Context: an optimization exercise on an open-source flow, tuned for small area. The choices shown serve that exercise and are no tape-out recipe. Only simulation tests tie the RTL to the original design; equivalence was not proved. Power and IR drop assume default switching activity.

`flow/run.sh`:
```
#!/bin/bash
# synth_recipe.tcl (not shown) runs the flow's synth.tcl, then flattens the netlist and writes it again
# the make line also repeats each setting of config.mk as NAME=value (left out here)
make -C /OpenROAD-flow-scripts/flow DESIGN_CONFIG=/design/flow/config.mk WORK_HOME=/design/flow/orfs CLKGATE_MAP_FILE= SYNTH_SCRIPT=/design/flow/synth_recipe.tcl finish
```
`flow/config.mk`:
```
export PLATFORM = sky130hd
export DESIGN_NAME = cdec8_mem_responder
export DESIGN_NICKNAME = cdec8_mem_responder
export VERILOG_FILES = /design/flow/design.v
export SDC_FILE = /design/flow/constraint.sdc
export NUM_CORES = 4
export LEC_CHECK = 0
export CAP_MARGIN = 20
export CORE_MARGIN = 2
export CORE_UTILIZATION = 35
export CTS_BUF_LIST = sky130_fd_sc_hd__clkbuf_16
export CTS_CLUSTER_DIAMETER = 100
export CTS_CLUSTER_SIZE = 25
export PLACE_DENSITY = 0.45
export SLEW_MARGIN = 20
export SYNTH_HIERARCHICAL = 1
```
`flow/constraint.sdc`:
```
create_clock -name core_clock -period 12.0 [get_ports {clock}]
set_input_delay 2.4000 -clock core_clock [delete_from_list [all_inputs] [get_ports {clock}]]
set_output_delay 2.4000 -clock core_clock [all_outputs]
set_load 0.01 [all_outputs]
```
`flow/design.v`:
```
package cdec8_bus_pkg;
  typedef enum logic [1:0] {
    ST_LOAD = 2'd0,
    ST_RUN  = 2'd1,
    ST_HALT = 2'd2
  } resp_state_e;
  localparam logic [1:0] MMRW_WR = 2'b01;
  localparam logic [1:0] MMRW_RD = 2'b10;
  localparam logic [7:0]  DEF_IO_ADDR  = 8'hFF;
  localparam logic [7:0]  PROT_TOP     = 8'h80;
  localparam int unsigned DEF_CNT_W    = 16;
  localparam int unsigned MEM_ADDR_W   = 8;
  localparam int unsigned MEM_DATA_W   = 8;
  localparam int unsigned MEM_DEPTH    = 256;
  localparam logic [7:0]  LD_LAST_ADDR = 8'hFE;
endpackage
import cdec8_bus_pkg::*;
module cdec8_ram_wsel (
  input  logic we,
  input  logic d,
  input  logic nwe,
  input  logic q,
  output logic y
);
  assign y = (we & d) | (nwe & q);
endmodule
module cdec8_ram_rsel3 (
  input  logic s0, d0,
  input  logic s1, d1,
  input  logic s2, d2,
  output logic y_n
);
  assign y_n = ~((s0 & d0) | (s1 & d1) | (s2 & d2));
endmodule
module cdec8_ram_predec (
  input  logic [3:0]  i_a,
  input  logic        i_en,
  output logic [15:0] o_sel_n
);
  always_comb begin
    for (int i = 0; i < 16; i++) begin
      o_sel_n[i] = ~((i_a == 4'(i)) & i_en);
    end
  end
endmodule
module cdec8_ram_rowsel (
  input  logic a_n,
  input  logic b_n,
  output logic y
);
  assign y = ~(a_n | b_n);
endmodule
module cdec8_ram_dec (
  input  logic [7:0]   i_a,
  input  logic         i_en,
  output logic [255:0] o_sel
);
  logic [15:0] w_lo_n, w_hi_n;
  cdec8_ram_predec u_lo (.i_a(i_a[3:0]), .i_en(i_en), .o_sel_n(w_lo_n));
  cdec8_ram_predec u_hi (.i_a(i_a[7:4]), .i_en(1'b1), .o_sel_n(w_hi_n));
  for (genvar i = 0; i < 256; i++) begin : g_sel
    cdec8_ram_rowsel u_sel (.a_n(w_hi_n[i / 16]), .b_n(w_lo_n[i % 16]), .y(o_sel[i]));
  end
endmodule
module cdec8_ram_rport (
  input  logic [255:0]  i_sel,
  input  logic [2047:0] i_data,
  output logic [7:0]    o_data
);
  for (genvar b = 0; b < 8; b++) begin : g_bit
    logic [85:0] w_part_n;
    for (genvar k = 0; k < 85; k++) begin : g_grp
      cdec8_ram_rsel3 u_rsel (
        .s0 (i_sel[3*k]),     .d0 (i_data[8*(3*k)+b]),
        .s1 (i_sel[3*k+1]),   .d1 (i_data[8*(3*k+1)+b]),
        .s2 (i_sel[3*k+2]),   .d2 (i_data[8*(3*k+2)+b]),
        .y_n(w_part_n[k])
      );
    end
    assign w_part_n[85] = ~(i_sel[255] & i_data[8*255+b]);
    assign o_data[b] = ~&w_part_n;
  end
endmodule
module cdec8_ram256 (
  input  logic       clk,
  input  logic       i_we,
  input  logic [7:0] i_waddr,
  input  logic [7:0] i_wdata,
  input  logic [7:0] i_raddr_a,
  input  logic [7:0] i_io_a,
  output logic [7:0] o_rdata_a,
  input  logic [7:0] i_raddr_b,
  input  logic [7:0] i_io_b,
  output logic [7:0] o_rdata_b
);
  logic [7:0]    r_mem [255];
  logic [255:0]  w_wsel;
  logic [255:0]  w_wsel_n;
  logic [2047:0] w_flat;
  cdec8_ram_dec u_wdec (.i_a(i_waddr), .i_en(i_we), .o_sel(w_wsel));
  assign w_wsel_n = ~w_wsel;
  for (genvar g = 0; g < 255; g++) begin : g_row
    logic [7:0] w_d;
    for (genvar b = 0; b < 8; b++) begin : g_bit
      cdec8_ram_wsel u_wsel (
        .we (w_wsel[g]),
        .d  (i_wdata[b]),
        .nwe(w_wsel_n[g]),
        .q  (r_mem[g][b]),
        .y  (w_d[b])
      );
    end
    always_ff @(posedge clk) begin
      r_mem[g] <= w_d;
    end
    assign w_flat[8*g +: 8] = r_mem[g];
  end
  logic [255:0]  w_sel_a, w_sel_b;
  logic [2047:0] w_flat_a, w_flat_b;
  cdec8_ram_dec u_adec (.i_a(i_raddr_a), .i_en(1'b1), .o_sel(w_sel_a));
  cdec8_ram_dec u_bdec (.i_a(i_raddr_b), .i_en(1'b1), .o_sel(w_sel_b));
  assign w_flat_a = {i_io_a, w_flat[2039:0]};
  assign w_flat_b = {i_io_b, w_flat[2039:0]};
  cdec8_ram_rport u_rport_a (.i_sel(w_sel_a), .i_data(w_flat_a), .o_data(o_rdata_a));
  cdec8_ram_rport u_rport_b (.i_sel(w_sel_b), .i_data(w_flat_b), .o_data(o_rdata_b));
endmodule
import cdec8_bus_pkg::*;
module cdec8_mem_responder #(
  parameter logic [7:0]  IO_ADDR = cdec8_bus_pkg::DEF_IO_ADDR,
  parameter int unsigned CNT_W   = cdec8_bus_pkg::DEF_CNT_W
) (
  input  logic             clock,
  input  logic             reset,
  input  logic             ld_valid,
  input  logic [7:0]       ld_data,
  input  logic             ld_last,
  output logic             ld_ready,
  output logic             cpu_run,
  input  logic [7:0]       adrs,
  input  logic [7:0]       data_in,
  output logic [7:0]       data_out,
  input  logic             mmwr_en,
  input  logic             endseq,
  input  logic [7:0]       resad,
  output logic [7:0]       resdt,
  input  logic [7:0]       io_in,
  output logic [7:0]       io_out,
  output logic             done,
  output logic [CNT_W-1:0] wr_count,
  output logic             wprot_err
);
  logic             r_ld_ready;
  logic             r_done;
  logic [7:0]       r_ld_ptr;
  logic [7:0]       r_io_out;
  logic [CNT_W-1:0] r_wr_count;
  logic             w_run;
  logic             w_ld_xfer;
  logic             w_ld_end;
  logic             w_core_wr;
  logic             w_is_io;
  logic             w_prot_hit;
  logic             w_core_ok;
  logic             w_ram_we;
  logic [7:0]       w_ram_waddr;
  logic [7:0]       w_ram_wdata;
  assign w_run     = ~r_ld_ready & ~r_done;
  assign w_ld_xfer = ld_valid & r_ld_ready;
  assign w_ld_end  = w_ld_xfer & (ld_last | (r_ld_ptr == LD_LAST_ADDR));
  assign w_core_wr = w_run & mmwr_en;
  assign w_is_io   = (adrs == IO_ADDR);
  assign w_prot_hit = 1'b0;
  assign wprot_err  = 1'b0;
  assign w_core_ok = w_core_wr & ~w_prot_hit;
  always_ff @(posedge clock) begin
    if (reset) begin
      r_ld_ready <= 1'b1;
      r_done     <= 1'b0;
    end else begin
      if (w_ld_end) begin
        r_ld_ready <= 1'b0;
      end
      if (w_run && endseq) begin
        r_done <= 1'b1;
      end
    end
  end
  assign w_ram_we    = w_ld_xfer | w_core_ok;
  assign w_ram_waddr = r_ld_ready ? r_ld_ptr : adrs;
  assign w_ram_wdata = r_ld_ready ? ld_data : data_in;
  always_ff @(posedge clock) begin
    if (reset) begin
      r_ld_ptr   <= 8'h00;
      r_io_out   <= 8'h00;
      r_wr_count <= '0;
    end else begin
      if (w_ld_xfer) begin
        r_ld_ptr <= r_ld_ptr + 8'(1);
      end
      if (w_core_ok && w_is_io) begin
        r_io_out <= data_in;
      end
      if (w_core_ok && (r_wr_count != {CNT_W{1'b1}})) begin
        r_wr_count <= r_wr_count + CNT_W'(1);
      end
    end
  end
  cdec8_ram256 u_ram (
    .clk       (clock),
    .i_we      (w_ram_we),
    .i_waddr   (w_ram_waddr),
    .i_wdata   (w_ram_wdata),
    .i_raddr_a (adrs),
    .i_io_a    (io_in),
    .o_rdata_a (data_out),
    .i_raddr_b (resad),
    .i_io_b    (r_io_out),
    .o_rdata_b (resdt)
  );
  assign ld_ready = r_ld_ready;
  assign cpu_run  = ~r_ld_ready;
  assign done     = r_done;
  assign io_out   = r_io_out;
  assign wr_count = r_wr_count;
endmodule
```
==> results of run 1 <==
==> layer usage <==
metal / wire length, um / vias to the layer above
met3: 47700 / 1090
met2: 191000 / 6289
met1: 182000 / 40900
met5: 215 / -
li1: - / 33200
met4: 29200 / 22
==> worst reg2reg max path: stages, from the launching register on <==
cell and delay [ps]:
dfxtp_2 330, buf_4 520, mux2_2 540, nor3b_2 520
nand2_1 800, nor2_1 1040, inv_1 430, a22o_1 310
==> path summary, 6_finish.rpt <==
path,startpoint,slack (ps),to
max,resad[3],920,resdt[3]
min,u_ram.r_mem[226][7]$_DFF_P_,510,u_ram.r_mem[226][7]$_DFF_P_
max reg2reg,r_ld_ready$_SDFFE_PP1P_,7410,u_ram.r_mem[130][0]$_DFF_P_
min reg2reg,u_ram.r_mem[226][7]$_DFF_P_,510,u_ram.r_mem[226][7]$_DFF_P_
==> power groups by stage <==
stage	Clock (W)	Sequential, W	Combinational [W]
final	0.00444	0.00726	0.000697
after global routing	0.00472	0.00727	0.000713
after CTS	0.00449	0.00725	0.000687
after detailed placement	0	0.00740	0.000686
after global placement	0	0.00741	0.000679
after floorplan	0	0.00731	0.000314
==> sequential cells by signal (all words and copies together) (netlist names) <==
| signal | cells |
|---|---|
| u_ram.r_mem | 2040 |
| r_wr_count | 16 |
| r_io_out | 8 |
| r_ld_ptr | 8 |
| r_done | 1 |
| r_ld_ready | 1 |
==> area by class of cell <==
| class | count | share of cell area [%] |
|---|---|---|
| multi-input cells | 4941 | 43.4 |
| repair buffers | 249 | 2.30 |
| diodes | 24 | 0.0655 |
| well taps | 3043 | 4.15 |
| clock buffers | 111 | 3.03 |
| clock inverters | 54 | 0.697 |
| flip-flops and latches | 2074 | 45.3 |
| inverters | 258 | 1.06 |
==> stage by stage <==
stage               worst slack, ps  instance area [um^2]  hold slack (ps)  power, W
global route                   1070                 91700              518    0.0127
finish                          919                 91800              506    0.0124
floorplan                      4970                 81800              460   0.00762
detailed placement             1130                 88300              477   0.00809
CTS                            1120                 91700              506    0.0124
global placement               1040                 88200              473   0.00809
==> out/metrics.yaml, run 1 <==
status: "no timing/DRC/antenna violations"
setup_violations: 0
ir_worst_vdd_v: 0.000103
place_inst: 10600
core_um2: 233000
syn2layout_area_growth_pct: 12.2
rows: 177
drt_pass1_iterations: 15
ant_nets: 0
holdPathStages: 1
htreeDepth: 3
p_sw_w: 0.00331
die_w_um: 487
num_vias: 81600
fin_tns_setup_ps: 0
combPwrFrac_pct: 5.6
cellInternalPower_w: 0.00908
critPathRequiredTime_ps: 9600
post-cts-setup-buffers: 0
dp_hpwl_um: 310000
worst_ep_arrival_time_ps: 8680
grt_max_degree: 121
antenna_found_initial: 35
yosysWarnings: 11
drive_above_1_share_pct: 6.02
grt_pass1_wl_um: 609000
drt-total-wl_um: 450000
seq_area_um2: 41500
routabilityCongestion: 1.02
nNetsFinal: 7680
die_area_um2: 237000
critPathCaptureType: "output pin"
fin_skew_ps: 29.6
pwr-share-seq_pct: 58.5
drv_slew: 0
hp-class: "reg -> reg"
stdcell_count: 10800
grt_pass1_vias: 72900
synthCells: 7268
use_met2_pct: 53.4
slowest_delay_ps: 1170
clk-insertion-delay-late_ps: 820
use_met1_pct: 48.1
port_buffers: 88
worstPathBufferInverterCount: 2
track_usage_pct: 35.9
switching_share_pct: 26.7
grt_busiest_layer: "met2"
pwr_density_cell_nw_per_um2: 135
met3_usage_pct: 7.59
cts_buffers: 107
wl_per_cell_um: 41.8
cp_slowest_cell: "a2111oi_2"
drcViolationCount: 0
clockBufferDepth: 3
holdBufCountCts: 0
rsz0062_at_grt: "no"
synth_area_per_cell_um2: 11.2
ioPinCount: 90
fillCellCount: 22500
cts_tree: "yes"
critical_path.top_delay_family: "simple AND/OR/NAND/NOR gates"
worstRegToRegCells: 7
cp_max_fo: 8
overflow: 0
worstSetupPathType: "in -> out"
cp-start-kind: "input port"
fin_crit_sh_pct: 92.3
final_common_cell: "dfxtp_1"
drv_cap: 0
start_util_pct: 35.2
fin_util_pct: 39.5
synthesis.area_um2: 81800
cts-root-buf: "clkbuf_16"
timing.slew.headroom_pct: 12.8
worst-path-stages: 10
final_cell_mix: "dfxtp_1 (2,073), a22o_1 (2,040), a222oi_1 (1,360), nor2_1 (800), nand4_1 (331)"
fin_crit_ps: 11080
vias_per_cell: 7.59
drt_iter0_markers: 19700
timing.fmax_mhz: 90.2
clk_pin_slew_worst_paths_ps: 100
clock_sinks: 2074
ctsResizeCount: 0
tightest_slew_ps: 1310
leakage_nw: 30.8
path_cells: "clkdlybuf4s50_1, and2b_2, nand2_2, nor2_1, a222oi_1, nand4_1, or4_1, a2111oi_2, nand4_1, clkdlybuf4s50_1"
p_clk_share_pct: 35.8
die_y_um: 487
multiInputGateArea_um2: 39900
hold_violations: 0
==> run 2: changes to the inputs <==
--- a/flow/config.mk
+++ b/flow/config.mk
@@ -7,10 +7,9 @@
 export LEC_CHECK = 0
 export CAP_MARGIN = 20
 export CORE_MARGIN = 2
-export CORE_UTILIZATION = 35
+export CORE_UTILIZATION = 50
 export CTS_BUF_LIST = sky130_fd_sc_hd__clkbuf_16
 export CTS_CLUSTER_DIAMETER = 100
 export CTS_CLUSTER_SIZE = 25
-export PLACE_DENSITY = 0.45
 export SLEW_MARGIN = 20
 export SYNTH_HIERARCHICAL = 1
==> run 2 against run 1 <==
- power is 6.0% lower
- die area fell by 30%
- wire length shrank 12%
- still clean
- via count increased by 0.87%
- clock power is 15% lower
- design area shrank 2.6%
- largest power group unchanged
- sequential power hardly changed
- critical path type unchanged
==> out/metrics.yaml, run 2 <==
status: "no timing/DRC/antenna violations"  # unchanged
reg2reg_slack_ps: 7730  # was 7410 ps
post-cts-setup-buffers: 0  # unchanged
critPathRequiredTime_ps: 9600  # about the same
cts_buffers: 93  # was 107
fillCellCount: 14300  # was 22,500
final_cell_mix: "dfxtp_1 (2,073), a22o_1 (2,040), a222oi_1 (1,360), nor2_1 (797), nand4_1 (331)"  # was dfxtp_1 (2,073), a22o_1 (2,040), a222oi_1 (1,360), nor2_1 (800), nand4_1 (331)
dp_hpwl_um: 267000  # was 310,000 um
clk-insertion-delay-late_ps: 780  # was 820 ps
hold_violations: 0  # unchanged
nNetsFinal: 7625  # was 7,680
ctsResizeCount: 0  # unchanged
core_um2: 163000  # was 233,000 um^2
worst_ep_arrival_time_ps: 8600  # was 8680 ps
start_util_pct: 50.3  # was 35.2%
grt_pass1_wl_um: 547000  # was 609,000 um
r2r-start: "r_ld_ready$_SDFFE_PP1P_"  # unchanged
critPathCaptureType: "output pin"  # unchanged
synthesis.area_um2: 81800  # unchanged
num_vias: 82300  # was 81,600
fin_crit_ps: 11000  # was 11,080 ps
grt_max_degree: 126  # was 121
htreeDepth: 3  # unchanged
synthCells: 7268  # unchanged
synth_area_per_cell_um2: 11.2  # unchanged
fin_crit_sh_pct: 91.6  # was 92.3%
clockBufferDepth: 3  # unchanged
pwr_density_cell_nw_per_um2: 130  # was 135 nW/um^2
timing.fmax_mhz: 90.9  # was 90.2 MHz
drv_slew: 0  # unchanged
track_usage_pct: 44.4  # was 35.9%
drt_pass1_iterations: 17  # was 15
path_cells: "clkdlybuf4s50_1, and3b_1, nand2_2, buf_4, nor2_1, a222oi_1, nand4_1, or4_1, a2111oi_0, nand4_1, clkdlybuf4s50_1"  # was clkdlybuf4s50_1, and2b_2, nand2_2, nor2_1, a222oi_1, nand4_1, or4_1, a2111oi_2, nand4_1, clkdlybuf4s50_1
leakage_nw: 30.1  # was 30.8 nW
wl_per_cell_um: 40.3  # was 41.8 um
cp-endpoint: "data_out[0]"  # was resdt[3]
grt_pass1_vias: 72300  # was 72,900
pwr-share-seq_pct: 62.1  # was 58.5%
die_y_um: 408  # was 487 um
largest-register: "u_ram.r_mem"  # unchanged
cp_slowest_cell: "a2111oi_0"  # was a2111oi_2
largestRegisters: "u_ram.r_mem: 2040 flops, r_wr_count: 16 flops"  # unchanged
holdBufCountCts: 0  # unchanged
p_sw_w: 0.00295  # was 0.00331 W
rows: 148  # was 177
worstRegToRegCells: 8  # was 7
routabilityCongestion: 1.07  # was 1.02
rsz0062_at_grt: "no"  # unchanged
port_buffers: 88  # unchanged
drt-total-wl_um: 395000  # was 450,000 um
ant_nets: 0  # unchanged
cp_max_fo: 9  # was 8
tightest_slew_ps: 1320  # was 1310 ps
cellInternalPower_w: 0.00870  # was 0.00908 W
clk_pin_slew_worst_paths_ps: 100  # about the same
r2r-end: "u_ram.r_mem[30][2]$_DFF_P_"  # was u_ram.r_mem[130][0]$_DFF_P_
fin_skew_ps: 42.4  # was 29.6 ps
combPwrFrac_pct: 5.7  # was 5.6%
startpoint: "adrs[0]"  # was resad[3]
p_clk_share_pct: 32.2  # was 35.8%
drv_cap: 0  # unchanged
antenna_found_initial: 36  # was 35
overflow: 0  # unchanged
hp-class: "reg -> reg"  # unchanged
clock_sinks: 2074  # unchanged
die_w_um: 408  # was 487 um
dp_slack_ps: 1190  # was 1130 ps
cts_tree: "yes"  # unchanged
switching_share_pct: 25.3  # was 26.7%
fin_tns_setup_ps: 0  # unchanged
syn2layout_area_growth_pct: 9.32  # was 12.2%
drt_iter0_markers: 22300  # was 19,700
drive_above_1_share_pct: 4.60  # was 6.02%
drcViolationCount: 0  # unchanged
final_common_cell: "dfxtp_1"  # unchanged
setup_violations: 0  # unchanged
largest_reg_flops: 2040  # unchanged
worstSetupPathType: "in -> out"  # unchanged
timing.slew.headroom_pct: 10.9  # was 12.8%
vias_per_cell: 8.40  # was 7.59
cts-root-buf: "clkbuf_16"  # unchanged
timing.final.ws_setup_ps: 1000  # was 919 ps
slowest_delay_ps: 950  # was 1170 ps
ioPinCount: 90  # unchanged
cp-start-kind: "input port"  # unchanged
yosysWarnings: 11  # unchanged
die_area_um2: 167000  # was 237,000 um^2
ir_worst_vdd_v: 0.000133  # was 0.000103 V
## run 2: critical path, delay by kind of cell
kind / cells / cell delay, ps
buffers and inverters: 3 / 1860
and+or+nand+nor: 6 / 2560
AOI/OAI and AO/OA: 2 / 1740
## run 2: layout make-up
cell class,count,area (um^2),share of cell area [%]
sequential,2074,41500,46.5
multi-input combinational,4941,39700,44.5
tap,2175,2720,3.04
clock buffer,96,2400,2.69
timing repair buffer,208,1820,2.04
inverter,258,968,1.08
clock inverter,11,108,0.120
antenna,34,85.1,0.0952
## run 2: how the worst min path moves through the flow
stage / depth (start not counted) / endpoint / start / slack [ps]
2_1_floorplan: 1 / u_ram.r_mem[0][0]$_DFF_P_ / u_ram.r_mem[0][0]$_DFF_P_ / 460
3_3_place_gp: 1 / u_ram.r_mem[144][3]$_DFF_P_ / u_ram.r_mem[144][3]$_DFF_P_ / 470
3_5_place_dp: 1 / u_ram.r_mem[222][1]$_DFF_P_ / u_ram.r_mem[222][1]$_DFF_P_ / 480
4_1_cts: 1 / u_ram.r_mem[133][5]$_DFF_P_ / u_ram.r_mem[133][5]$_DFF_P_ / 500
5_1_grt: 1 / u_ram.r_mem[222][0]$_DFF_P_ / u_ram.r_mem[222][0]$_DFF_P_ / 520
6_report: 1 / u_ram.r_mem[223][0]$_DFF_P_ / u_ram.r_mem[223][0]$_DFF_P_ / 510
## run 2: layer usage
metal,GRT usage [%],up-vias,wire length [um]
met5,0,-,298
met4,26.9,40,28700
met3,14.6,1429,61300
met2,60.5,7486,155000
met1,60.5,40200,150000
li1,-,33100,-
## run 2: power groups by stage
stage	registers [W]	clock network, W	logic, W
detailed placement	0.00738	0	0.000631
CTS	0.00722	0.00375	0.000631
floorplan	0.00731	0	0.000314
finish	0.00724	0.00376	0.000659
global placement	0.00738	0	0.000619
global route	0.00725	0.00397	0.000664
## run 2: per-stage QoR
stage                     hold slack (ps)  power [W]  cell area [um^2]  cells  util, %
after detailed placement              478    0.00801             86700   9655     53.3
after floorplan                       460    0.00762             81800   7284        -
after global placement                472    0.00800             86700   9655     53.3
after global routing                  518     0.0119             89300   9765     54.9
after CTS                             505     0.0116             89200   9762     54.9
final                                 509     0.0117             89400   9797     55.0
==> run 3: changes to the inputs <==
--- a/flow/config.mk
+++ b/flow/config.mk
@@ -7,7 +7,7 @@
 export LEC_CHECK = 0
 export CAP_MARGIN = 20
 export CORE_MARGIN = 2
-export CORE_UTILIZATION = 50
+export CORE_UTILIZATION = 40
 export CTS_BUF_LIST = sky130_fd_sc_hd__clkbuf_16
 export CTS_CLUSTER_DIAMETER = 100
 export CTS_CLUSTER_SIZE = 25
==> run 3 against run 2 <==
- largest power group unchanged
- non-clock buffer count is 15 higher
- clock power up 5%
- final cell count increased by 5.2%
==> out/metrics.yaml, run 3 <==
rows: 165  # was 148
hold_path_end: "u_ram.r_mem[139][0]$_DFF_P_"  # was u_ram.r_mem[223][0]$_DFF_P_
fillCellCount: 19000  # was 14,300
rsz0062_at_grt: "no"  # unchanged
worstSetupPathType: "in -> out"  # unchanged
drv_cap: 0  # unchanged
critPathRequiredTime_ps: 9600  # about the same
holdBufCountCts: 0  # unchanged
grt_pass1_wl_um: 561000  # was 547,000 um
fin_crit_sh_pct: 94.9  # was 91.6%
placed_area_um2: 87400  # was 86,700 um^2
die_y_um: 456  # was 408 um
cts-root-buf: "clkbuf_16"  # unchanged
switching_share_pct: 25.8  # was 25.3%
synth_area_per_cell_um2: 11.2  # unchanged
cts_tree: "yes"  # unchanged
nNetsFinal: 7644  # was 7,625
hold_start: "u_ram.r_mem[139][0]$_DFF_P_"  # was u_ram.r_mem[223][0]$_DFF_P_
wl_per_cell_um: 39.3  # was 40.3 um
timing.final.ws_setup_ps: 616  # was 1000 ps
clk_pin_slew_worst_paths_ps: 100  # about the same
cp-start-kind: "input port"  # unchanged
fin_tns_setup_ps: 0  # unchanged
port_buffers: 88  # unchanged
ioPinCount: 90  # unchanged
final_common_cell: "dfxtp_1"  # unchanged
largest-register: "u_ram.r_mem"  # unchanged
wl_met3_um: 51100  # was 61,300 um
fin_crit_ps: 11380  # was 11,000 ps
track_usage_pct: 36.6  # was 44.4%
top_layer_used: "met5"  # unchanged
clk-insertion-delay-late_ps: 840  # was 780 ps
route.met2.wl_um: 168000  # was 155,000 um
largest_reg_flops: 2040  # unchanged
worstRegToRegCells: 8  # unchanged
timing.slew.headroom_pct: 13.5  # was 10.9%
routabilityCongestion: 1.04  # was 1.07
hold_violations: 0  # unchanged
cp_max_fo: 9  # unchanged
drv_slew: 0  # unchanged
clock_sinks: 2074  # unchanged
hp-class: "reg -> reg"  # unchanged
fin_util_pct: 44.5  # was 55.0%
dp_hpwl_um: 273000  # was 267,000 um
ant_nets: 0  # unchanged
pwr_density_cell_nw_per_um2: 131  # was 130 nW/um^2
ctsResizeCount: 0  # unchanged
drt_iter0_markers: 21500  # was 22,300
num_vias: 81500  # was 82,300
dp_slack_ps: 1040  # was 1190 ps
pwr-share-seq_pct: 61.2  # was 62.1%
grt_pass1_vias: 72600  # was 72,300
critPathCaptureType: "output pin"  # unchanged
largestRegisters: "u_ram.r_mem: 2040 flops, r_wr_count: 16 flops"  # unchanged
vias_per_cell: 7.91  # was 8.40
final_area_um2: 90300  # was 89,400 um^2
die_w_um: 456  # was 408 um
drt-total-wl_um: 406000  # was 395,000 um
place_inst: 10200  # was 9,655
r2r-start: "r_ld_ready$_SDFFE_PP1P_"  # unchanged
die_area_um2: 208000  # was 167,000 um^2
grt_max_degree: 140  # was 126
start_util_pct: 40.3  # was 50.3%
post-cts-setup-buffers: 0  # unchanged
syn2layout_area_growth_pct: 10.5  # was 9.32%
ir_worst_vdd_v: 0.000133  # about the same
cellInternalPower_w: 0.00877  # was 0.00870 W
worst_ep_arrival_time_ps: 8980  # was 8600 ps
stdcell_count: 10300  # was 9,797
yosysWarnings: 11  # unchanged
holdPathStages: 1  # unchanged
antenna_found_initial: 28  # was 36
core_um2: 203000  # was 163,000 um^2
p_clk_share_pct: 33.2  # was 32.2%
final_cell_mix: "dfxtp_1 (2,074), a22o_1 (2,040), a222oi_1 (1,360), nor2_1 (798), nand4_1 (331)"  # was dfxtp_1 (2,073), a22o_1 (2,040), a222oi_1 (1,360), nor2_1 (797), nand4_1 (331)
setup_violations: 0  # unchanged
wl_met1_um: 157000  # was 150,000 um
drcViolationCount: 0  # unchanged
drt_pass1_iterations: 20  # was 17
fin_skew_ps: 48.3  # was 42.4 ps
p_sw_w: 0.00305  # was 0.00295 W
combPwrFrac_pct: 5.6  # was 5.7%
reg2reg_slack_ps: 7610  # was 7730 ps
tightest_slew_ps: 1290  # was 1320 ps
leakage_nw: 30.3  # was 30.1 nW
r2r-end: "u_ram.r_mem[106][6]$_DFF_P_"  # was u_ram.r_mem[30][2]$_DFF_P_
cts_buffers: 97  # was 93
overflow: 0  # unchanged
timing.fmax_mhz: 87.8  # was 90.9 MHz
synthesis.area_um2: 81800  # unchanged
clockBufferDepth: 3  # unchanged
status: "no timing/DRC/antenna violations"  # unchanged
htreeDepth: 3  # unchanged
synthCells: 7268  # unchanged
drive_above_1_share_pct: 4.72  # was 4.60%
## run 3: changes by cell type in the layout (fill, tap and decap cells not counted), sizes merged
cell / delta
diode: -16
buf: +15
clkinv: +9
inv: +5
clkbuf: +3
clkinvlp: +1
## run 3: power groups by stage
stage	clock network, W	logic, W	registers [W]
after floorplan	0	0.000314	0.00731
after global placement	0	0.000627	0.00738
after detailed placement	0	0.000638	0.00738
after CTS	0.00395	0.000640	0.00722
after global routing	0.00418	0.000668	0.00725
final	0.00393	0.000658	0.00724
## run 3: cell type report
| type | instances | area [um^2] | area share (%) |
|---|---|---|---|
| clock buffers | 99 | 2480 | 2.74 |
| well taps | 2672 | 3340 | 3.70 |
| repair buffers | 223 | 2000 | 2.21 |
| diodes | 18 | 45.0 | 0.0499 |
| flip-flops and latches | 2074 | 41500 | 46.0 |
| clock inverters | 26 | 270 | 0.299 |
| multi-input cells | 4941 | 39700 | 43.9 |
| inverters | 258 | 968 | 1.07 |
## run 3: how the worst max path moves through the flow
stage | to | startpoint | slack, ps | cells past startpoint
global placement | data_out[0] | adrs[1] | 950 | 10
detailed placement | data_out[0] | adrs[1] | 1040 | 10
finish | data_out[0] | adrs[1] | 620 | 10
global route | data_out[0] | adrs[1] | 810 | 10
floorplan | data_out[1] | adrs[0] | 4970 | 8
CTS | data_out[0] | adrs[1] | 1010 | 10
## run 3: routing by layer
| layer | GRT usage, % | up-vias |
|---|---|---|
| li1 | - | 33100 |
| met3 | 10.0 | 1214 |
| met1 | 48.4 | 40400 |
| met2 | 52.9 | 6715 |
| met5 | 0.115 | - |
| met4 | 22.0 | 24 |
## run 3: per-stage QoR
step,power [W],hold slack [ps]
6_report,0.0118,507
5_1_grt,0.0121,518
4_1_cts,0.0118,507
3_5_place_dp,0.00802,476
3_3_place_gp,0.00801,472
2_1_floorplan,0.00762,460
## run 3: critical path, cell delays in order
cell	delay [ps]
clkdlybuf4s50_1	850
and2b_2	330
nand2_1	690
nor2_1	390
a222oi_1	1040
nand4_1	440
or4_1	560
a2111oi_1	1050
nand4_1	570
clkdlybuf4s50_1	630
==> run 4: changes to the inputs <==
--- a/flow/design.v
+++ b/flow/design.v
@@ -32,15 +32,55 @@
 );
   assign y_n = ~((s0 & d0) | (s1 & d1) | (s2 & d2));
 endmodule
+module cdec8_ram_dec2 (
+  input  logic [1:0] i_a,
+  input  logic       i_en,
+  output logic [3:0] o_sel
+);
+  always_comb begin
+    for (int i = 0; i < 4; i++) begin
+      o_sel[i] = (i_a == 2'(i)) & i_en;
+    end
+  end
+endmodule
+module cdec8_ram_dec2_ne (
+  input  logic [1:0] i_a,
+  output logic [3:0] o_sel
+);
+  always_comb begin
+    for (int i = 0; i < 4; i++) begin
+      o_sel[i] = (i_a == 2'(i));
+    end
+  end
+endmodule
+module cdec8_ram_nand2 (
+  input  logic a,
+  input  logic b,
+  output logic y_n
+);
+  assign y_n = ~(a & b);
+endmodule
 module cdec8_ram_predec (
+  input  logic [3:0]  i_a,
+  output logic [15:0] o_sel_n
+);
+  logic [3:0] w_lo, w_hi;
+  cdec8_ram_dec2_ne u_lo (.i_a(i_a[1:0]), .o_sel(w_lo));
+  cdec8_ram_dec2_ne u_hi (.i_a(i_a[3:2]), .o_sel(w_hi));
+  for (genvar i = 0; i < 16; i++) begin : g_sel
+    cdec8_ram_nand2 u_sel (.a(w_hi[i / 4]), .b(w_lo[i % 4]), .y_n(o_sel_n[i]));
+  end
+endmodule
+module cdec8_ram_predec_en (
   input  logic [3:0]  i_a,
   input  logic        i_en,
   output logic [15:0] o_sel_n
 );
-  always_comb begin
-    for (int i = 0; i < 16; i++) begin
-      o_sel_n[i] = ~((i_a == 4'(i)) & i_en);
-    end
+  logic [3:0] w_lo, w_hi;
+  cdec8_ram_dec2_ne u_lo (.i_a(i_a[1:0]), .o_sel(w_lo));
+  cdec8_ram_dec2    u_hi (.i_a(i_a[3:2]), .i_en(i_en), .o_sel(w_hi));
+  for (genvar i = 0; i < 16; i++) begin : g_sel
+    cdec8_ram_nand2 u_sel (.a(w_hi[i / 4]), .b(w_lo[i % 4]), .y_n(o_sel_n[i]));
   end
 endmodule
 module cdec8_ram_rowsel (
@@ -50,14 +90,25 @@
 );
   assign y = ~(a_n | b_n);
 endmodule
-module cdec8_ram_dec (
+module cdec8_ram_dec_en (
   input  logic [7:0]   i_a,
   input  logic         i_en,
   output logic [255:0] o_sel
 );
   logic [15:0] w_lo_n, w_hi_n;
-  cdec8_ram_predec u_lo (.i_a(i_a[3:0]), .i_en(i_en), .o_sel_n(w_lo_n));
-  cdec8_ram_predec u_hi (.i_a(i_a[7:4]), .i_en(1'b1), .o_sel_n(w_hi_n));
+  cdec8_ram_predec_en u_lo (.i_a(i_a[3:0]), .i_en(i_en), .o_sel_n(w_lo_n));
+  cdec8_ram_predec    u_hi (.i_a(i_a[7:4]), .o_sel_n(w_hi_n));
+  for (genvar i = 0; i < 256; i++) begin : g_sel
+    cdec8_ram_rowsel u_sel (.a_n(w_hi_n[i / 16]), .b_n(w_lo_n[i % 16]), .y(o_sel[i]));
+  end
+endmodule
+module cdec8_ram_dec (
+  input  logic [7:0]   i_a,
+  output logic [255:0] o_sel
+);
+  logic [15:0] w_lo_n, w_hi_n;
+  cdec8_ram_predec u_lo (.i_a(i_a[3:0]), .o_sel_n(w_lo_n));
+  cdec8_ram_predec u_hi (.i_a(i_a[7:4]), .o_sel_n(w_hi_n));
   for (genvar i = 0; i < 256; i++) begin : g_sel
     cdec8_ram_rowsel u_sel (.a_n(w_hi_n[i / 16]), .b_n(w_lo_n[i % 16]), .y(o_sel[i]));
   end
@@ -97,7 +148,7 @@
   logic [255:0]  w_wsel;
   logic [255:0]  w_wsel_n;
   logic [2047:0] w_flat;
-  cdec8_ram_dec u_wdec (.i_a(i_waddr), .i_en(i_we), .o_sel(w_wsel));
+  cdec8_ram_dec_en u_wdec (.i_a(i_waddr), .i_en(i_we), .o_sel(w_wsel));
   assign w_wsel_n = ~w_wsel;
   for (genvar g = 0; g < 255; g++) begin : g_row
     logic [7:0] w_d;
@@ -117,8 +168,8 @@
   end
   logic [255:0]  w_sel_a, w_sel_b;
   logic [2047:0] w_flat_a, w_flat_b;
-  cdec8_ram_dec u_adec (.i_a(i_raddr_a), .i_en(1'b1), .o_sel(w_sel_a));
-  cdec8_ram_dec u_bdec (.i_a(i_raddr_b), .i_en(1'b1), .o_sel(w_sel_b));
+  cdec8_ram_dec u_adec (.i_a(i_raddr_a), .o_sel(w_sel_a));
+  cdec8_ram_dec u_bdec (.i_a(i_raddr_b), .o_sel(w_sel_b));
   assign w_flat_a = {i_io_a, w_flat[2039:0]};
   assign w_flat_b = {i_io_b, w_flat[2039:0]};
   cdec8_ram_rport u_rport_a (.i_sel(w_sel_a), .i_data(w_flat_a), .o_data(o_rdata_a));
--- a/flow/config.mk
+++ b/flow/config.mk
@@ -5,9 +5,9 @@
 export SDC_FILE = /design/flow/constraint.sdc
 export NUM_CORES = 4
 export LEC_CHECK = 0
-export CAP_MARGIN = 20
+export CAP_MARGIN = 35
 export CORE_MARGIN = 2
-export CORE_UTILIZATION = 40
+export CORE_UTILIZATION = 50
 export CTS_BUF_LIST = sky130_fd_sc_hd__clkbuf_16
 export CTS_CLUSTER_DIAMETER = 100
 export CTS_CLUSTER_SIZE = 25
==> run 4 against run 3 <==
- wire length decreased by 2.1%
- synthesized area is essentially flat
- register-to-register slack better by 300 ps
- clock-buffer cell count down 4
- first-iteration DRC count up 7.4%
- design area is 0.56% lower
- critical path depth is 1 higher
- utilization is 11 points higher
- power increased by 1.5%
==> out/metrics.yaml, run 4 <==
overflow: 0  # unchanged
critPathCaptureType: "output pin"  # unchanged
vias_per_cell: 8.40  # was 7.91
clockBufferDepth: 3  # unchanged
start_util_pct: 50.2  # was 40.3%
final_common_cell: "dfxtp_1"  # unchanged
cp_max_fo: 10  # was 9
ant_nets: 0  # unchanged
ioPinCount: 90  # unchanged
rows: 148  # was 165
grt_max_degree: 121  # was 140
num_vias: 82500  # was 81,500
grt_pass1_vias: 72800  # was 72,600
drive_above_1_share_pct: 5.24  # was 4.72%
critical_path.top_delay_family: "simple AND/OR/NAND/NOR gates"  # unchanged
critPathRequiredTime_ps: 9600  # about the same
drt-total-wl_um: 397000  # was 406,000 um
clk_pin_slew_worst_paths_ps: 100  # about the same
ctsResizeCount: 0  # unchanged
die_w_um: 408  # was 456 um
drcViolationCount: 0  # unchanged
largest_reg_flops: 2040  # unchanged
nNetsFinal: 7665  # was 7,644
port_buffers: 88  # unchanged
synthesis.area_um2: 81700  # was 81,800 um^2
timing.fmax_mhz: 93.3  # was 87.8 MHz
path_cells: "clkdlybuf4s50_1, and2b_2, nand2_2, buf_4, nor2_1, a222oi_1, nand4_1, or4_1, a2111oi_2, nand4_1, clkdlybuf4s50_1"  # was clkdlybuf4s50_1, and2b_2, nand2_1, nor2_1, a222oi_1, nand4_1, or4_1, a2111oi_1, nand4_1, clkdlybuf4s50_1
rsz0062_at_grt: "no"  # unchanged
fin_tns_setup_ps: 0  # unchanged
drv_cap: 0  # unchanged
drt_pass1_iterations: 17  # was 20
syn2layout_area_growth_pct: 9.91  # was 10.5%
slowest_delay_ps: 950  # was 1050 ps
fin_util_pct: 55.2  # was 44.5%
cp_slowest_cell: "a2111oi_2"  # was a2111oi_1
largest-register: "u_ram.r_mem"  # unchanged
pwr_density_cell_nw_per_um2: 134  # was 131 nW/um^2
yosysWarnings: 12  # was 11
timing.slew.headroom_pct: 11.9  # was 13.5%
fin_crit_ps: 10710  # was 11,380 ps
hold_violations: 0  # unchanged
wl_per_cell_um: 40.4  # was 39.3 um
synthCells: 7270  # was 7,268
total_power_w: 0.0120  # was 0.0118 W
clock_sinks: 2074  # unchanged
worstPathBufferInverterCount: 3  # was 2
synth_area_per_cell_um2: 11.2  # about the same
setup_violations: 0  # unchanged
worst_ep_arrival_time_ps: 8310  # was 8980 ps
routabilityCongestion: 1.09  # was 1.04
stdcell_count: 9820  # was 10,300
die_y_um: 408  # was 456 um
tightest_slew_ps: 1320  # was 1290 ps
htreeDepth: 3  # unchanged
holdBufCountCts: 0  # unchanged
cp-start-kind: "input port"  # unchanged
hp-class: "reg -> reg"  # unchanged
antenna_found_initial: 25  # was 28
clk-insertion-delay-late_ps: 790  # was 840 ps
grt_pass1_wl_um: 550000  # was 561,000 um
cts-root-buf: "clkbuf_16"  # unchanged
drv_slew: 0  # unchanged
fin_crit_sh_pct: 89.3  # was 94.9%
post-cts-setup-buffers: 0  # unchanged
core_um2: 163000  # was 203,000 um^2
place_inst: 9673  # was 10,200
leakage_nw: 30.6  # was 30.3 nW
track_usage_pct: 44.7  # was 36.6%
dp_hpwl_um: 272000  # was 273,000 um
fin_skew_ps: 38.6  # was 48.3 ps
largestRegisters: "u_ram.r_mem: 2040 flops, r_wr_count: 16 flops"  # unchanged
cts_buffers: 93  # was 97
worstSetupPathType: "in -> out"  # unchanged
die_area_um2: 167000  # was 208,000 um^2
drt_iter0_markers: 23000  # was 21,500
status: "no timing/DRC/antenna violations"  # unchanged
ir_worst_vdd_v: 0.000146  # was 0.000133 V
cts_tree: "yes"  # unchanged
final_cell_mix: "dfxtp_1 (2,073), a22o_1 (2,040), a222oi_1 (1,360), nor2_1 (805), nand4_1 (331)"  # was dfxtp_1 (2,074), a22o_1 (2,040), a222oi_1 (1,360), nor2_1 (798), nand4_1 (331)
==> run 4: where the power goes <==
part | total (W) | switching, W | leakage, nW | internal (W)
Combinational | 0.000836 | 0.000566 | 12.6 | 0.000270
Clock | 0.00372 | 0.00227 | 1.21 | 0.00145
Sequential | 0.00744 | 0.000287 | 16.8 | 0.00716
Total | 0.0120 | 0.00312 | 30.6 | 0.00888
==> run 4: stage by stage <==
stage	hold WS, ps	area, um^2	setup WS [ps]
6_report	505	89800	1290
5_1_grt	519	89700	1640
4_1_cts	506	89500	1500
3_5_place_dp	476	87000	1510
3_3_place_gp	473	86500	1310
2_1_floorplan	460	81700	4990
==> run 4: layout make-up <==
class / count / area (um^2)
Sequential cell: 2074 / 41500
Fill cell: 14200 / 72800
Antenna cell: 24 / 60.1
Tap cell: 2175 / 2720
Clock buffer: 95 / 2380
Clock inverter: 5 / 70.1
Timing Repair Buffer: 262 / 2550
Multi-Input combinational cell: 4927 / 39500
Inverter: 258 / 968
==> run 4: path summary, 6_finish.rpt <==
path / from / slack (ps) / to / cells after the start
max reg2reg: r_ld_ready$_SDFFE_PP1P_ / 7910 / u_ram.r_mem[192][5]$_DFF_P_ / 10
max: adrs[0] / 1290 / data_out[3] / 11
min: u_ram.r_mem[148][3]$_DFF_P_ / 500 / u_ram.r_mem[148][3]$_DFF_P_ / 1
min reg2reg: u_ram.r_mem[148][3]$_DFF_P_ / 500 / u_ram.r_mem[148][3]$_DFF_P_ / 1
==> run 4: metal layers <==
layer	wire length (um)	track usage, %	up-vias
li1	-	-	33100
met1	149000	58.8	40300
met2	158000	62.2	7474
met3	58700	15.5	1574
met4	31500	28.1	40
met5	414	0.489	-
==> run 5: changes to the inputs <==
==> flow/flow/run.sh (new file) <==
#!/bin/bash
# Standard layout with two changes: the port buffers use the smallest buffer
# cell, and clock tree synthesis inserts no dummy loads.
set -o pipefail
cp standard.sh standard_sh.log
export BUFFER_PORTS_ARGS="-buffer_cell sky130_fd_sc_hd__buf_1"
export CTS_ARGS="-sink_clustering_enable -repair_clock_nets -buf_list sky130_fd_sc_hd__clkbuf_16 -sink_clustering_size 25 -sink_clustering_max_diameter 100 -dont_use_dummy_load"
bash standard.sh > standard.log 2>&1
==> flow/standard.sh (new file) <==
#!/bin/bash
# synth_recipe.tcl (not shown) runs the flow's synth.tcl, then flattens the netlist and writes it again
# the make line also repeats each setting of config.mk as NAME=value (left out here)
make -C /OpenROAD-flow-scripts/flow DESIGN_CONFIG=/design/flow/config.mk WORK_HOME=/design/flow/orfs CLKGATE_MAP_FILE= SYNTH_SCRIPT=/design/flow/synth_recipe.tcl "${@:-finish}"
removed: flow/run.sh
==> run 5 against run 4 <==
- via count down 0.11%
- design area is 0.61% lower
- worst hold slack gained 1.8 ps
- fmax increased by 6.7%
- utilization is 0.34 points lower
- largest power group unchanged
- first-iteration DRC count shrank 3.1%
- synthesized area stayed put
- still clean
- clock skew increased by 7.2 ps
- sequential share of layout area grew 0.28 points
- clock-buffer cell count decreased by 2
==> out/metrics.yaml, run 5 <==
status: "no timing/DRC/antenna violations"  # unchanged
synthesis.area_um2: 81700  # unchanged
fin_crit_ps: 10040  # was 10,710 ps
worst_ep_arrival_time_ps: 7640  # was 8310 ps
critPathRequiredTime_ps: 9600  # about the same
hp-class: "reg -> reg"  # unchanged
cp_slowest_cell: "a2111oi_2"  # unchanged
die_area_um2: 167000  # unchanged
drt_pass1_iterations: 17  # unchanged
grt_max_degree: 84  # was 121
syn2layout_area_growth_pct: 9.24  # was 9.91%
die_w_um: 408  # unchanged
reg2reg_slack_ps: 7540  # was 7910 ps
drt_iter0_markers: 22300  # was 23,000
worstRegToRegCells: 9  # was 10
drive_above_1_share_pct: 5.00  # was 5.24%
fin_crit_sh_pct: 83.7  # was 89.3%
r2r-end: "u_ram.r_mem[192][6]$_DFF_P_"  # was u_ram.r_mem[192][5]$_DFF_P_
total_power_w: 0.0119  # was 0.0120 W
htreeDepth: 3  # unchanged
routabilityCongestion: 1.09  # about the same
startpoint: "resad[0]"  # was adrs[0]
leakage_nw: 30.4  # was 30.6 nW
overflow: 0  # unchanged
yosysWarnings: 12  # unchanged
post-cts-setup-buffers: 0  # unchanged
largest_reg_flops: 2040  # unchanged
cts_tree: "yes"  # unchanged
track_usage_pct: 44.7  # about the same
drv_cap: 0  # unchanged
timing.fmax_mhz: 99.6  # was 93.3 MHz
start_util_pct: 50.2  # unchanged
grt_pass1_vias: 72500  # was 72,800
cp-start-kind: "input port"  # unchanged
clk-insertion-delay-late_ps: 780  # was 790 ps
pwr_density_cell_nw_per_um2: 134  # about the same
hold_violations: 0  # unchanged
ir_worst_vdd_v: 0.000139  # was 0.000146 V
wl_per_cell_um: 40.5  # was 40.4 um
grt_pass1_wl_um: 549000  # was 550,000 um
cp-endpoint: "resdt[7]"  # was data_out[3]
drv_slew: 0  # unchanged
vias_per_cell: 8.41  # was 8.40
num_vias: 82400  # was 82,500
holdBufCountCts: 0  # unchanged
largestRegisters: "u_ram.r_mem: 2040 flops, r_wr_count: 16 flops"  # unchanged
cts_buffers: 93  # unchanged
cp_max_fo: 10  # unchanged
largest-register: "u_ram.r_mem"  # unchanged
ant_nets: 0  # unchanged
synthCells: 7270  # unchanged
ioPinCount: 90  # unchanged
ctsResizeCount: 0  # unchanged
setup_violations: 0  # unchanged
r2r-start: "r_ld_ready$_SDFFE_PP1P_"  # unchanged
clockBufferDepth: 3  # unchanged
final_cell_mix: "dfxtp_1 (2,074), a22o_1 (2,040), a222oi_1 (1,360), nor2_1 (805), nand4_1 (331)"  # was dfxtp_1 (2,073), a22o_1 (2,040), a222oi_1 (1,360), nor2_1 (805), nand4_1 (331)
synth_area_per_cell_um2: 11.2  # unchanged
timing.slew.headroom_pct: 10.4  # was 11.9%
worst_hold_slack_ps: 507  # was 505 ps
worstSetupPathType: "in -> out"  # unchanged
tightest_slew_ps: 1340  # was 1320 ps
critical_path.top_delay_family: "simple AND/OR/NAND/NOR gates"  # unchanged
clock_sinks: 2074  # unchanged
path_cells: "buf_1, nor2_1, nand2_2, buf_4, nor2_1, a222oi_1, nand4_1, or4_1, a2111oi_2, nand4_1, buf_1"  # was clkdlybuf4s50_1, and2b_2, nand2_2, buf_4, nor2_1, a222oi_1, nand4_1, or4_1, a2111oi_2, nand4_1, clkdlybuf4s50_1
dp_hpwl_um: 272000  # about the same
worstPathBufferInverterCount: 3  # unchanged
core_um2: 163000  # unchanged
holdPathStages: 1  # unchanged
final_common_cell: "dfxtp_1"  # unchanged
port_buffers: 88  # unchanged
fin_skew_ps: 45.8  # was 38.6 ps
nNetsFinal: 7652  # was 7,665
critPathCaptureType: "output pin"  # unchanged
clk_pin_slew_worst_paths_ps: 100  # about the same
drcViolationCount: 0  # unchanged
fin_tns_setup_ps: 0  # unchanged
rsz0062_at_grt: "no"  # unchanged
antenna_found_initial: 26  # was 25
drt-total-wl_um: 397000  # about the same
slowest_delay_ps: 1120  # was 950 ps
rows: 148  # unchanged
worst-path-stages: 11  # unchanged
cts-root-buf: "clkbuf_16"  # unchanged
die_y_um: 408  # unchanged
## run 5: worst min-delay path by stage
stage | from | slack (ps) | to
after detailed placement | u_ram.r_mem[237][3]$_DFF_P_ | 480 | u_ram.r_mem[237][3]$_DFF_P_
final | u_ram.r_mem[109][2]$_DFF_P_ | 510 | u_ram.r_mem[109][2]$_DFF_P_
after floorplan | u_ram.r_mem[0][0]$_DFF_P_ | 460 | u_ram.r_mem[0][0]$_DFF_P_
after global placement | u_ram.r_mem[216][3]$_DFF_P_ | 470 | u_ram.r_mem[216][3]$_DFF_P_
after global routing | u_ram.r_mem[32][4]$_DFF_P_ | 520 | u_ram.r_mem[32][4]$_DFF_P_
after CTS | u_ram.r_mem[238][5]$_DFF_P_ | 510 | u_ram.r_mem[238][5]$_DFF_P_
## run 5: where the power goes
| group | switching (W) | internal, W | total [W] |
|---|---|---|---|
| logic | 0.000575 | 0.000264 | 0.000839 |
| registers | 0.000289 | 0.00716 | 0.00745 |
| clock network | 0.00225 | 0.00139 | 0.00364 |
| total | 0.00311 | 0.00881 | 0.0119 |
## run 5: per-layer routing
metal | global-route usage (%) | share of wire, % | up-vias
li1 | - | - | 33100
met1 | 59.6 | 37 | 40200
met2 | 62.1 | 40 | 7607
met3 | 14.2 | 15 | 1472
met4 | 28.5 | 7.8 | 30
met5 | 0 | 0.060 | -
## run 5: worst register-to-register path, delay by kind of cell, from the launching register on
kind                   cells  cell delay [ps]
AO/OA/AOI/OAI              1              280
buffers and inverters      3             1240
flip-flops                 1              670
AND/OR/NAND/NOR            5             2170
## run 5: metrics by stage
| step | worst slack [ps] | utilization, % | std cells | cell area [um^2] |
|---|---|---|---|---|
| after CTS | 2440 | 54.7 | 9757 | 88900 |
| after global routing | 2270 | 54.9 | 9779 | 89200 |
| after floorplan | 4990 | - | 7270 | 81700 |
| after global placement | 1930 | 52.8 | 9620 | 85800 |
| final | 1960 | 54.9 | 9797 | 89200 |
| after detailed placement | 2450 | 53.3 | 9664 | 86600 |
## run 5: final cells by class
type	count	area [um^2]
Timing Repair Buffer	249	2100
Inverter	258	968
Antenna cell	21	52.6
Fill cell	14200	73300
Clock buffer	93	2330
Tap cell	2175	2720
Sequential cell	2074	41500
Multi-Input combinational cell	4927	39600
==> run 6: changes to the inputs <==
--- a/flow/config.mk
+++ b/flow/config.mk
@@ -7,7 +7,7 @@
 export LEC_CHECK = 0
 export CAP_MARGIN = 35
 export CORE_MARGIN = 2
-export CORE_UTILIZATION = 50
+export CORE_UTILIZATION = 55
 export CTS_BUF_LIST = sky130_fd_sc_hd__clkbuf_16
 export CTS_CLUSTER_DIAMETER = 100
 export CTS_CLUSTER_SIZE = 25
==> run 6 against run 5 <==
- worst hold slack about the same
- via count barely moved
- wire length down 3.6%
- highest routed layer unchanged
- synthesized area unchanged
==> out/metrics.yaml, run 6 <==
antenna_found_initial: 32  # was 26
fin_skew_ps: 48.9  # was 45.8 ps
drt_pass1_iterations: 22  # was 17
num_vias: 82400  # about the same
p_clk_share_pct: 30.3  # was 30.5%
ir_worst_vdd_v: 0.000122  # was 0.000139 V
overflow: 0  # unchanged
vias_per_cell: 8.65  # was 8.41
path_cells: "buf_1, nor2_1, nand2_1, nor2_1, a222oi_1, nand4_1, or4_1, a2111oi_1, nand4_1, buf_1"  # was buf_1, nor2_1, nand2_2, buf_4, nor2_1, a222oi_1, nand4_1, or4_1, a2111oi_2, nand4_1, buf_1
worst_hold_slack_ps: 507  # about the same
largestRegisters: "u_ram.r_mem: 2040 flops, r_wr_count: 16 flops"  # unchanged
port_buffers: 88  # unchanged
synthCells: 7270  # unchanged
worstPathBufferInverterCount: 2  # was 3
switching_share_pct: 25.7  # was 26.1%
drt-total-wl_um: 383000  # was 397,000 um
pwr-share-seq_pct: 62.7  # was 62.5%
holdBufCountCts: 0  # unchanged
cp_slowest_cell: "a2111oi_1"  # was a2111oi_2
rsz0062_at_grt: "no"  # unchanged
htreeDepth: 3  # unchanged
nNetsFinal: 7624  # was 7,652
cts_tree: "yes"  # unchanged
cts_buffers: 93  # unchanged
final_cell_mix: "dfxtp_1 (2,074), a22o_1 (2,040), a222oi_1 (1,360), nor2_1 (805), nand4_1 (331)"  # unchanged
final_common_cell: "dfxtp_1"  # unchanged
clk_pin_slew_worst_paths_ps: 100  # about the same
hp-class: "reg -> reg"  # unchanged
die_w_um: 389  # was 408 um
cp_max_fo: 16  # was 10
cts-root-buf: "clkbuf_16"  # unchanged
slowest_delay_ps: 1070  # was 1120 ps
clock_sinks: 2074  # unchanged
drv_slew: 0  # unchanged
grt_max_degree: 143  # was 84
clockBufferDepth: 3  # unchanged
cp-start-kind: "input port"  # unchanged
drcViolationCount: 0  # unchanged
timing.fmax_mhz: 98.8  # was 99.6 MHz
critical_path.top_delay_family: "simple AND/OR/NAND/NOR gates"  # unchanged
largest_reg_flops: 2040  # unchanged
routabilityCongestion: 1.12  # was 1.09
status: "no timing/DRC/antenna violations"  # unchanged
fin_crit_ps: 10120  # was 10,040 ps
core_um2: 148000  # was 163,000 um^2
worstSetupPathType: "in -> out"  # unchanged
drive_above_1_share_pct: 4.62  # was 5.00%
worst_ep_arrival_time_ps: 7720  # was 7640 ps
synthesis.area_um2: 81700  # unchanged
synth_area_per_cell_um2: 11.2  # unchanged
ctsResizeCount: 0  # unchanged
wl_per_cell_um: 40.2  # was 40.5 um
die_area_um2: 152000  # was 167,000 um^2
ant_nets: 0  # unchanged
tightest_slew_ps: 1220  # was 1340 ps
leakage_nw: 30.1  # was 30.4 nW
fillCellCount: 12300  # was 14,200
timing.slew.headroom_pct: 18.4  # was 10.4%
timing.final.ws_setup_ps: 1880  # was 1960 ps
start_util_pct: 55.3  # was 50.2%
post-cts-setup-buffers: 0  # unchanged
track_usage_pct: 47.5  # was 44.7%
p_sw_w: 0.00305  # was 0.00311 W
grt_pass1_vias: 71200  # was 72,500
largest-register: "u_ram.r_mem"  # unchanged
pwr_density_cell_nw_per_um2: 134  # about the same
critPathRequiredTime_ps: 9600  # about the same
grt_pass1_wl_um: 531000  # was 549,000 um
critPathCaptureType: "output pin"  # unchanged
die_y_um: 389  # was 408 um
clk-insertion-delay-late_ps: 780  # about the same
cellInternalPower_w: 0.00880  # was 0.00881 W
drv_cap: 0  # unchanged
dp_slack_ps: 2360  # was 2450 ps
ioPinCount: 90  # unchanged
fin_crit_sh_pct: 84.3  # was 83.7%
hold_violations: 0  # unchanged
combPwrFrac_pct: 6.9  # was 7.0%
dp_hpwl_um: 257000  # was 272,000 um
fin_tns_setup_ps: 0  # unchanged
rows: 141  # was 148
setup_violations: 0  # unchanged
yosysWarnings: 12  # unchanged
syn2layout_area_growth_pct: 8.43  # was 9.24%
drt_iter0_markers: 23900  # was 22,300
[run 6: worst reg2reg max path, delay by kind of cell, from the launching register on]
| kind | cells | cell delay, ps |
|---|---|---|
| AOI/OAI and AO/OA | 1 | 280 |
| buffers and inverters | 3 | 1150 |
| DFF | 1 | 340 |
| and+or+nand+nor | 5 | 2110 |
[run 6: power by group through the flow]
stage | Combinational [W] | Sequential (W) | Clock [W]
CTS | 0.000777 | 0.00741 | 0.00358
global route | 0.000829 | 0.00745 | 0.00381
detailed placement | 0.000777 | 0.00757 | 0
floorplan | 0.000417 | 0.00747 | 0
global placement | 0.000744 | 0.00757 | 0
finish | 0.000820 | 0.00744 | 0.00360
[run 6: final cells by class]
type	instances	area [um^2]	share of cell area (%)
inverter	258	968	1.09
multi-input combinational	4927	39500	44.6
antenna	27	67.6	0.0763
clock buffer	93	2330	2.63
timing repair buffer	221	1780	2.01
tap	1930	2410	2.73
sequential	2074	41500	46.9
[run 6: per-layer routing]
metal / wire length (um) / track usage, % / up-vias
met5: 256 / 0.606 / -
met2: 152000 / 65.8 / 7780
met1: 141000 / 63.0 / 39900
li1: - / - / 33000
met3: 58700 / 15.6 / 1666
met4: 31200 / 30.6 / 20
[run 6: worst paths after layout]
kind	slack (ps)	to	cells after the start	from
worst min register to register	510	u_ram.r_mem[133][1]$_DFF_P_	1	u_ram.r_mem[133][1]$_DFF_P_
worst min-delay path	510	u_ram.r_mem[133][1]$_DFF_P_	1	u_ram.r_mem[133][1]$_DFF_P_
worst max register to register	8010	u_ram.r_mem[0][2]$_DFF_P_	9	r_ld_ready$_SDFFE_PP1P_
worst max-delay path	1880	resdt[1]	10	resad[5]
[run 6: through the flow]
stage | std cells | area, um^2 | power [W] | utilization [%]
2_1_floorplan | 7270 | 81700 | 0.00788 | -
3_3_place_gp | 9363 | 85500 | 0.00831 | 57.9
3_5_place_dp | 9399 | 86000 | 0.00835 | 58.3
4_1_cts | 9492 | 88400 | 0.0118 | 59.8
5_1_grt | 9504 | 88500 | 0.0121 | 59.9
6_report | 9530 | 88600 | 0.0119 | 60.0
==> run 7: changes to the inputs <==
--- a/flow/config.mk
+++ b/flow/config.mk
@@ -5,9 +5,9 @@
 export SDC_FILE = /design/flow/constraint.sdc
 export NUM_CORES = 4
 export LEC_CHECK = 0
-export CAP_MARGIN = 35
+export CAP_MARGIN = 25
 export CORE_MARGIN = 2
-export CORE_UTILIZATION = 55
+export CORE_UTILIZATION = 50
 export CTS_BUF_LIST = sky130_fd_sc_hd__clkbuf_16
 export CTS_CLUSTER_DIAMETER = 100
 export CTS_CLUSTER_SIZE = 25
==> run 7 against run 6 <==
- still clean on timing, DRC and antenna
- power rose by 0.35%
- combinational power barely moved
- critical path depth did not move
- clock skew rose by 16 ps
- global-route usage fell by 2.7 points
- synthesized cell count did not move
- die area rose by 9.9%
- first-iteration DRC count fell by 5.6%
- synthesized area did not move
- sequential power barely moved
- final cell count rose by 2.4%
- utilization fell by 5.5 points
- highest routed layer unchanged
==> out/metrics.yaml, run 7 <==
cts_tree: "yes"  # unchanged
drt_iter0_markers: 22500  # was 23,900
setup_violations: 0  # unchanged
port_buffers: 88  # unchanged
final_common_cell: "dfxtp_1"  # unchanged
clk-insertion-delay-late_ps: 800  # was 780 ps
post-cts-setup-buffers: 0  # unchanged
routabilityCongestion: 1.09  # was 1.12
holdBufCountCts: 0  # unchanged
grt_pass1_vias: 72400  # was 71,200
die_w_um: 408  # was 389 um
ctsResizeCount: 0  # unchanged
final_cell_mix: "dfxtp_1 (2,074), a22o_1 (2,040), a222oi_1 (1,360), nor2_1 (805), nand4_1 (331)"  # unchanged
htreeDepth: 3  # unchanged
ant_nets: 0  # unchanged
vias_per_cell: 8.44  # was 8.65
drt-total-wl_um: 398000  # was 383,000 um
place_inst: 9628  # was 9,399
synth_area_per_cell_um2: 11.2  # unchanged
worstSetupPathType: "in -> out"  # unchanged
overflow: 0  # unchanged
largest_reg_flops: 2040  # unchanged
rows: 148  # was 141
critPathRequiredTime_ps: 9600  # about the same
core_um2: 163000  # was 148,000 um^2
pwr_density_cell_nw_per_um2: 134  # about the same
cts-root-buf: "clkbuf_16"  # unchanged
worst_ep_arrival_time_ps: 7760  # was 7720 ps
antenna_found_initial: 27  # was 32
cts_buffers: 93  # unchanged
drv_slew: 0  # unchanged
drive_above_1_share_pct: 4.52  # was 4.62%
wl_per_cell_um: 40.7  # was 40.2 um
timing.slew.headroom_pct: 14.7  # was 18.4%
fin_skew_ps: 65.2  # was 48.9 ps
status: "no timing/DRC/antenna violations"  # unchanged
ioPinCount: 90  # unchanged
clock_sinks: 2074  # unchanged
fin_crit_ps: 10160  # was 10,120 ps
critPathCaptureType: "output pin"  # unchanged
stdcell_count: 9763  # was 9,530
grt_pass1_wl_um: 550000  # was 531,000 um
worst_hold_slack_ps: 509  # was 507 ps
hold_violations: 0  # unchanged
leakage_nw: 30.0  # was 30.1 nW
drv_cap: 0  # unchanged
tightest_slew_ps: 1280  # was 1220 ps
fillCellCount: 14400  # was 12,300
clk_pin_slew_worst_paths_ps: 100  # about the same
die_y_um: 408  # was 389 um
hp-class: "reg -> reg"  # unchanged
cp-start-kind: "input port"  # unchanged
largest-register: "u_ram.r_mem"  # unchanged
syn2layout_area_growth_pct: 8.42  # was 8.43%
rsz0062_at_grt: "no"  # unchanged
start_util_pct: 50.2  # was 55.3%
fin_tns_setup_ps: 0  # unchanged
track_usage_pct: 44.8  # was 47.5%
clockBufferDepth: 3  # unchanged
fin_crit_sh_pct: 84.7  # was 84.3%
ir_worst_vdd_v: 0.000135  # was 0.000122 V
num_vias: 82400  # about the same
die_area_um2: 167000  # was 152,000 um^2
drt_pass1_iterations: 19  # was 22
drcViolationCount: 0  # unchanged
largestRegisters: "u_ram.r_mem: 2040 flops, r_wr_count: 16 flops"  # unchanged
grt_max_degree: 96  # was 143
timing.fmax_mhz: 98.4  # was 98.8 MHz
nNetsFinal: 7612  # was 7,624
yosysWarnings: 12  # unchanged
synthCells: 7270  # unchanged
cp_max_fo: 16  # unchanged
dp_hpwl_um: 267000  # was 257,000 um
synthesis.area_um2: 81700  # unchanged
run 7: stage by stage:
stage	area, um^2	power [W]	utilization (%)	worst slack [ps]
floorplan	81700	0.00788	-	4990
global placement	85800	0.00833	52.8	1930
detailed placement	86000	0.00835	52.9	1920
CTS	88300	0.0118	54.3	1910
global route	88500	0.0121	54.4	2100
finish	88600	0.0119	54.5	1840
run 7: report_power, final:
| group | switching, W | total, W | leakage (nW) | internal (W) |
|---|---|---|---|---|
| Sequential | 0.000293 | 0.00745 | 16.8 | 0.00716 |
| Clock | 0.00224 | 0.00363 | 1.15 | 0.00139 |
| Combinational | 0.000570 | 0.000817 | 12.1 | 0.000246 |
run 7: cell type report:
class,count,area [um^2],area share [%]
Antenna cell,27,67.6,0.0763
Sequential cell,2074,41500,46.9
Multi-Input combinational cell,4927,39600,44.7
Inverter,258,968,1.09
Timing Repair Buffer,209,1390,1.57
Tap cell,2175,2720,3.07
Clock buffer,93,2330,2.63
run 7: worst max-delay path, stage by stage:
cell	delay (ps)
buf_1	310
nor2_1	220
nand2_2	970
nor2_1	410
a222oi_1	630
nand4_1	420
or4_1	640
a2111oi_2	910
nand4_1	570
buf_1	270
run 7: worst paths after layout:
check	from	to	slack [ps]	depth (start not counted)
worst max register to register	r_ld_ready$_SDFFE_PP1P_	u_ram.r_mem[188][6]$_DFF_P_	7550	8
worst min register to register	u_ram.r_mem[70][1]$_DFF_P_	u_ram.r_mem[70][1]$_DFF_P_	510	1
worst max-delay path	adrs[1]	data_out[1]	1840	10
worst min-delay path	u_ram.r_mem[70][1]$_DFF_P_	u_ram.r_mem[70][1]$_DFF_P_	510	1
run 7: metal layers:
layer | vias to the layer above | part of all wire, % | global-route usage (%)
li1 | 33000 | - | -
met2 | 7615 | 40 | 61.8
met1 | 40300 | 38 | 60.3
met3 | 1496 | 15 | 14.8
met5 | - | 0.021 | 0
met4 | 14 | 7.7 | 27.4

## port drivers added, routing unchanged
How much do the figures lean on ideal ports? The routed layouts below were timed once more, with nothing changed but the port constraints. Step 1 assumes that a clkbuf_16 drives the clock port and a buf_2 every other input. Step 2, shift: input delay + t, output delay - t, t = (earliest + latest rising clock arrival at the registers) / 2. This alone moves slack from input paths to output paths. a / b / c = ideal / step 1 / step 2; a / b = the first two.
| run | t (ns) | slack for setup (ns) | hold slack, ns | worst data-port slew with drivers (ns) | cell pins on the clock port's net |
|---|---|---|---|---|---|
| run 1 | 0.909 | 0.919 / 0.883 / 0.883 | 0.506 / 0.506 / 0.506 | 0.13 | 1 |
| run 2 | 0.847 | 1.002 / 0.973 / 0.973 | 0.509 / 0.509 / 0.509 | 0.07 | 1 |
| run 3 | 0.891 | 0.616 / 0.593 / 0.593 | 0.507 / 0.507 / 0.507 | 0.15 | 1 |
| run 4 | 0.855 | 1.287 / 1.265 / 1.265 | 0.505 / 0.505 / 0.505 | 0.05 | 1 |
| run 5 | 0.852 | 1.956 / 1.934 / 1.934 | 0.507 / 0.507 / 0.507 | 0.04 | 1 |
| run 6 | 0.830 | 1.882 / 1.856 / 1.856 | 0.507 / 0.507 / 0.507 | 0.06 | 1 |
| run 7 | 0.853 | 1.837 / 1.810 / 1.810 | 0.509 / 0.509 / 0.509 | 0.04 | 1 |
After both steps every run listed still meets setup and hold. For run 1, which loses most, drivers alone change the setup slack by -0.036 ns; drivers and shift together by -0.036 ns.
